Context: an optimization exercise on an open-source flow, tuned for small area, a short achievable clock period and few clock cycles per item. The choices shown serve that exercise and are no tape-out recipe. The RTL was checked by simulation tests, not by an equivalence proof against the original design. Power and IR drop assume default switching activity.

==> module operand_join, before the edit <==
module operand_join (
	input  logic             clk,
	input  logic             rst,
	input  logic             a_valid,
	input  logic [4:0]       a_op,
	input  dfu_pkg::word_t   a_data,
	input  logic             b_valid,
	input  dfu_pkg::word_t   b_data,
	output logic             a_ready,
	output logic             b_ready,
	output logic             tok_valid,
	output dfu_pkg::alu_op_t tok_op,
	output dfu_pkg::word_t   tok_a,
	output logic [15:0]      tok_one,
	output logic [15:0]      tok_two,
	output logic [15:0]      tok_neg,
	output logic             tok_inv,
	input  logic             down_full,
	input  logic             res_ready
);
	logic load;
	logic take;
	logic not_full;
	logic           is_sh;
	logic           is_rsh;
	logic           inv;
	logic           big;
	dfu_pkg::word_t a_in;
	logic [15:0]    one_in;
	logic [15:0]    two_in;
	logic [15:0]    neg_in;
	assign not_full = ~(tok_valid & down_full);
	assign load = not_full | res_ready;
	join_ready rdy0 (
		.a_valid   (a_valid),
		.b_valid   (b_valid),
		.not_full  (not_full),
		.res_ready (res_ready),
		.take      (take)
	);
	assign a_ready = take;
	assign b_ready = take;
	assign is_rsh = (a_op == dfu_pkg::OP_LSHR) | (a_op == dfu_pkg::OP_ASHR);
	assign is_sh = is_rsh | (a_op == dfu_pkg::OP_SHL);
	assign inv = (a_op == dfu_pkg::OP_ASHR) & a_data[31];
	assign big = |b_data[31:5];
	always_comb begin
		for (int i = 0; i < 32; i++) begin
			a_in[i] = is_rsh ? (a_data[31-i] ^ inv) : a_data[i];
		end
		for (int j = 0; j < 16; j++) begin
			if (is_sh) begin
				one_in[j] = ~big & (b_data[4:0] == 5'(2*j));
				two_in[j] = ~big & (b_data[4:0] == 5'(2*j+1));
				neg_in[j] = 1'b0;
			end else begin
				one_in[j] = b_data[2*j] ^ ((j > 0) ? b_data[(2*j+31)%32] : 1'b0);
				two_in[j] = ~one_in[j] & (b_data[2*j+1] ^ b_data[2*j]);
				neg_in[j] = b_data[2*j+1];
			end
		end
	end
	always_ff @(posedge clk or posedge rst) begin
		if (rst) begin
			tok_valid <= 1'b0;
		end else if (load) begin
			tok_valid <= a_valid & b_valid;
		end
	end
	always_ff @(posedge clk) begin
		if (load) begin
			tok_op <= dfu_pkg::alu_op_t'(a_op);
			tok_a <= a_in;
			tok_one <= one_in;
			tok_two <= two_in;
			tok_neg <= neg_in;
			tok_inv <= inv;
		end
	end
endmodule
==> module join_ready, before the edit <==
module join_ready (
	input  logic a_valid,
	input  logic b_valid,
	input  logic not_full,
	input  logic res_ready,
	output logic take
);
	assign take = a_valid & b_valid & (not_full | res_ready);
endmodule
clock: 9.0 ns
lec_check: 0
cap_margin: 20
core_margin: 2
core_utilization: 40
setup_slack_margin: 5.0
slew_margin: 20
synth_hierarchical: 1
tns_end_percent: 0
dont_use_cells: sky130_fd_sc_hd__fa_1 sky130_fd_sc_hd__fa_2 sky130_fd_sc_hd__fa_4 sky130_fd_sc_hd__ha_1 sky130_fd_sc_hd__ha_2 sky130_fd_sc_hd__ha_4
buffer_ports_args: -buffer_cell sky130_fd_sc_hd__buf_1
standard.sh (not shown) runs the stock make flow with config.mk's settings and CLKGATE_MAP_FILE= SYNTH_SCRIPT=/design/flow/synth_recipe.tcl, a recipe that flattens the netlist after the stock synthesis.
==> flow/flow/run.sh <==
#!/bin/bash
# The standard layout, with two changes to how it is made:
# - the full and half adder cells are kept out of synthesis, so the
#   reduction tree is mapped to plain gates, which are faster;
# - every port still gets its own buffer, but a plain buf_1 (resized
#   later by the repair steps as timing needs) instead of the larger
#   clock-delay buffer the port buffering picks by default.
set -euo pipefail
cat >> config.mk <<'EOC'
export DONT_USE_CELLS = sky130_fd_sc_hd__fa_1 sky130_fd_sc_hd__fa_2 sky130_fd_sc_hd__fa_4 sky130_fd_sc_hd__ha_1 sky130_fd_sc_hd__ha_2 sky130_fd_sc_hd__ha_4
export BUFFER_PORTS_ARGS = -buffer_cell sky130_fd_sc_hd__buf_1
EOC
bash standard.sh finish > standard.log 2>&1
Testbench counts at the start, summed over its fixed seeds: cycles 18,336, items 16,000.
Change:
--- a/flow/design.v
+++ b/flow/design.v
@@ -47,5 +47,4 @@
 	logic load;
 	logic take;
-	logic not_full;
 	logic           is_sh;
 	logic           is_rsh;
@@ -56,11 +55,10 @@
 	logic [15:0]    two_in;
 	logic [15:0]    neg_in;
-	assign not_full = ~(tok_valid & down_full);
-	assign load = not_full | res_ready;
 	join_ready rdy0 (
 		.a_valid   (a_valid),
 		.b_valid   (b_valid),
-		.not_full  (not_full),
+		.all_full  (tok_valid & down_full),
 		.res_ready (res_ready),
+		.load      (load),
 		.take      (take)
 	);
@@ -108,9 +106,11 @@
 	input  logic a_valid,
 	input  logic b_valid,
-	input  logic not_full,
+	input  logic all_full,
 	input  logic res_ready,
+	output logic load,
 	output logic take
 );
-	assign take = a_valid & b_valid & (not_full | res_ready);
+	assign load = ~all_full | res_ready;
+	assign take = a_valid & b_valid & (~all_full | res_ready);
 endmodule
 module int_alu (
After rerunning:
- The new run ran to the end with no violations
- via count shrinks slightly
- worst setup slack is worse by 88 ps
- first-iteration DRC count grows by a few percent
- register-to-register slack is worse by 30 ps
- global-route usage shrinks by 0.58 points
- final area shrinks by a few percent
- sequential power stays flat
- wire length shrinks by a few percent
- clock-buffer cell count does not change
- cell count shrinks slightly
- synthesized area stays flat
Testbench counts after the change, summed over its fixed seeds: cycles 18,336, items 16,000.

-- afterwards: timing with drivers on the ports --
The results above use ideal ports. As a check the final layouts listed here were re-extracted and re-timed, cells and wires unchanged. Step 1: set_driving_cell puts a clkbuf_16 on clk and a buf_2 on each other input, an assumption about the parent block. Step 2 moves the port delays by t, midway between the first and last clock arrival at a register: inputs arrive t later, outputs are due t later. That takes back most of the time a late clock gives input paths. a / b / c = ideal / step 1 / step 2; a / b = the first two.
run | t (ns) | setup slack, ns | hold WS [ns]
the first run | 0.528 | 4.962 / 4.915 / 4.800 | 0.453 / 0.453 / 0.453
the second run | 0.516 | 4.874 / 4.841 / 4.727 | 0.436 / 0.436 / 0.436
After both steps every run listed still meets setup and hold. For the first run, which loses most, drivers alone change the setup slack by -0.047 ns; drivers and shift together by -0.162 ns.
